What follows belongs to an exercise in optimizing a design on an open flow for small area; a production flow would make more cautious choices.
The RTL was checked by simulation tests, not by an equivalence proof against the original design.
No activity file was given, so power comes from the tool's default toggle rates.

== exp/juniper ==
Design qr_frame_tx, start of the top module:
module qr_frame_tx #(
   parameter int DATA_W     = qr_pkg::DATA_W,
   parameter int FRAME_LEN  = qr_pkg::FRAME_LEN,
   parameter int DEPTH      = 64,
   parameter int GAP_CYCLES = 8
) (
   input  logic                i_clk,
   input  logic                i_rst_n,
   input  logic                i_clr,
   input  logic                s_valid,
   input  logic [2*DATA_W-1:0] s_data,
   output logic                s_ready,
   output logic                o_trig,
   output logic [2*DATA_W-1:0] o_data,
   output logic                o_busy,
   output logic [15:0]         o_frame_cnt
);
make LEC_CHECK=0 CAP_MARGIN=10 CORE_MARGIN=2 CORE_UTILIZATION=62 CTS_BUF_LIST=sky130_fd_sc_hd__clkbuf_8 CTS_CLUSTER_DIAMETER=60 CTS_CLUSTER_SIZE=20 PLACE_DENSITY=0.72 SLEW_MARGIN=10 SYNTH_HIERARCHICAL=1 finish   # period 4.0 ns
run.sh (not shown) runs the stock make flow with config.mk's settings and CLKGATE_MAP_FILE= SYNTH_SCRIPT=/design/flow/synth_recipe.tcl, a recipe that flattens the netlist after the stock synthesis.
exp/juniper finished every step from synthesis to the final layout, and the layout passed the timing, DRC and antenna checks.
diff inputs: exp/juniper => exp/ember
- changing PLACE_DENSITY from 0.72 to 0.65
- changing CORE_UTILIZATION from 62 to 50
==> flow/flow/run.sh (new file) <==
#!/bin/bash
set -euo pipefail
cd "$(dirname "$0")/.."
export CTS_ARGS="-sink_clustering_enable -repair_clock_nets -sink_clustering_size 20 -sink_clustering_max_diameter 60 -buf_list sky130_fd_sc_hd__clkbuf_8 -dont_use_dummy_load"
export BUFFER_PORTS_ARGS="-buffer_cell sky130_fd_sc_hd__buf_1"
bash standard.sh synth > synth.log 2>&1
bash standard.sh finish > layout.log 2>&1
test -f out/final.def
==> flow/standard.sh (new file) <==
#!/bin/bash
# synth_recipe.tcl (not shown) runs the flow's synth.tcl, then flattens the netlist and writes it again
# the make line also repeats each setting of config.mk as NAME=value (left out here)
make -C /OpenROAD-flow-scripts/flow DESIGN_CONFIG=/design/flow/config.mk WORK_HOME=/design/flow/orfs CLKGATE_MAP_FILE= SYNTH_SCRIPT=/design/flow/synth_recipe.tcl "${@:-finish}"
removed: flow/run.sh
## What came out
exp/ember completed end to end with timing, DRC and antenna clean. Share of cell area taken by multi-input logic gates, exp/juniper and exp/ember: larger value in exp/ember. Against exp/juniper, exp/ember comes in 1.5 points lower on layout overhead on the synthesized area. exp/ember against exp/juniper: setup clock skew after layout now larger; final area now smaller. exp/juniper → exp/ember: total inserted antenna cells climbed 6; wire length dropped about 0.35%.
Input-level comparison between exp/pepper and exp/ember:
==> flow/run.sh (new file) <==
#!/bin/bash
# synth_recipe.tcl (not shown) runs the flow's synth.tcl, then flattens the netlist and writes it again
# the make line also repeats each setting of config.mk as NAME=value (left out here)
make -C /OpenROAD-flow-scripts/flow DESIGN_CONFIG=/design/flow/config.mk WORK_HOME=/design/flow/orfs CLKGATE_MAP_FILE= SYNTH_SCRIPT=/design/flow/synth_recipe.tcl finish
removed: flow/flow/run.sh
removed: flow/standard.sh
Where via count is concerned, exp/ember is outperformed by exp/pepper. Status: number of placed instances with taps included parity (exp/pepper, exp/ember). Re clock skew: exp/ember was higher than exp/pepper. exp/ember → exp/pepper: share of the yosys chip area belonging to registers saw little to no change, worst setup slack saw an increase, logic gate share of total power saw an increase, critical path depth saw an increase. exp/pepper: final cell count higher than exp/ember. Clock power (exp/pepper / exp/ember): 1.15. Compared with exp/ember, exp/pepper shows a total power draw that is 0.0016 W higher.
diff inputs: exp/pepper => exp/sierra
- CTS_CLUSTER_SIZE: 20 -> 10
- CTS_BUF_LIST: sky130_fd_sc_hd__clkbuf_8 -> sky130_fd_sc_hd__clkbuf_4
- CTS_CLUSTER_DIAMETER: 60 -> 40
==> flow/flow/run.sh (new file) <==
#!/bin/bash
set -euo pipefail
cd "$(dirname "$0")/.."
export CTS_ARGS="-sink_clustering_enable -repair_clock_nets -sink_clustering_size 10 -sink_clustering_max_diameter 40 -buf_list sky130_fd_sc_hd__clkbuf_4 -dont_use_dummy_load"
export BUFFER_PORTS_ARGS="-buffer_cell sky130_fd_sc_hd__buf_1"
bash standard.sh synth > synth.log 2>&1
bash standard.sh finish > layout.log 2>&1
test -f out/final.def
==> flow/standard.sh (new file) <==
#!/bin/bash
# synth_recipe.tcl (not shown) runs the flow's synth.tcl, then flattens the netlist and writes it again
# the make line also repeats each setting of config.mk as NAME=value (left out here)
make -C /OpenROAD-flow-scripts/flow DESIGN_CONFIG=/design/flow/config.mk WORK_HOME=/design/flow/orfs CLKGATE_MAP_FILE= SYNTH_SCRIPT=/design/flow/synth_recipe.tcl "${@:-finish}"
removed: flow/run.sh
[summary]
Looking at antenna diode instance count, exp/sierra sits 13 above exp/pepper.
Changes observed in exp/sierra relative to exp/pepper: hold slack lost 0.21 ns; logic gate share of total power lost 0.7 points; minimum clock period picked up an extra 0.065 ns.
Going from exp/pepper to exp/sierra, ratio of routed vias to standard cells went up about 1.1%; cell count after placement level; worst setup slack decreased by 0.065 ns relative to the old numbers.
exp/sierra vs exp/pepper, non-clock buffer instance count of the final layout went up by 13.
Between exp/pepper and exp/sierra, global-route usage increased.
Relative to exp/sierra, the following input files were edited for exp/garnet:
- CTS_BUF_LIST: sky130_fd_sc_hd__clkbuf_4 -> sky130_fd_sc_hd__clkbuf_8
- CTS_CLUSTER_DIAMETER: 40 -> 50
- CTS_CLUSTER_SIZE: 10 -> 18
==> flow/run.sh (new file) <==
#!/bin/bash
# synth_recipe.tcl (not shown) runs the flow's synth.tcl, then flattens the netlist and writes it again
# the make line also repeats each setting of config.mk as NAME=value (left out here)
make -C /OpenROAD-flow-scripts/flow DESIGN_CONFIG=/design/flow/config.mk WORK_HOME=/design/flow/orfs CLKGATE_MAP_FILE= SYNTH_SCRIPT=/design/flow/synth_recipe.tcl finish
removed: flow/flow/run.sh
removed: flow/standard.sh
### Flow results
exp/garnet finished end to end and its layout was clean on timing, DRC and antenna.
Re switching power total: exp/sierra was lower than exp/garnet.
Number of H-tree branching levels in exp/garnet vs exp/sierra: down 1
exp/garnet ended with less fraction of the cycle the final worst path needs than exp/sierra.
Sequential share of layout area: exp/garnet vs exp/sierra down 1.7 points
Taking exp/sierra as the reference point, the post-route standard cell area excluding fillers of exp/garnet rises by about 2.2%.
Relative to exp/sierra, routed metal-1 wirelength has gone down in exp/garnet.

==> what the ideal ports hide <==
The flow's constraints put no driver on any port. The routed layouts listed below were extracted and timed again, unchanged, in two steps.
Step 1 (the two cells are an assumption about what drives the block):
set clk [get_ports {i_clk}]
set_driving_cell -lib_cell sky130_fd_sc_hd__clkbuf_16 $clk
set_driving_cell -lib_cell sky130_fd_sc_hd__buf_2 [delete_from_list [all_inputs] $clk]
Step 2 times the ports against the registers' clock, not the clock port: input delays grow and output delays shrink by t, the midpoint of the rising clock arrivals with the driver on.
Slacks: ideal ports / drivers / drivers and shift; pairs: ideal ports / drivers.
| run | t, ns | setup WS [ns] | hold slack, ns | clock arrival spread, ns | worst slew at a driven data input, ns |
|---|---|---|---|---|---|
| exp/juniper | 0.954 | 0.216 / 0.216 / 0.216 | 0.332 / 0.286 / 0.493 | 0.048 / 0.048 | 0.04 |
| exp/ember | 0.951 | 0.109 / 0.109 / -0.080 | 0.237 / 0.188 / 0.507 | 0.152 / 0.152 | 0.10 |
| exp/pepper | 0.965 | 0.124 / 0.124 / -0.094 | 0.312 / 0.260 / 0.486 | 0.083 / 0.083 | 0.08 |
| exp/sierra | 1.352 | 0.059 / 0.059 / -0.056 | 0.101 / 0.052 / 0.508 | 0.171 / 0.171 | 0.10 |
| exp/garnet | 1.012 | 0.121 / 0.121 / -0.077 | 0.271 / 0.218 / 0.484 | 0.082 / 0.081 | 0.08 |
With both steps, setup timing fails in exp/ember, exp/pepper, exp/sierra and exp/garnet, where it was met with ideal ports. The setup slack of exp/pepper, which loses most, moves by 0.000 ns with the drivers and by -0.218 ns with both steps.
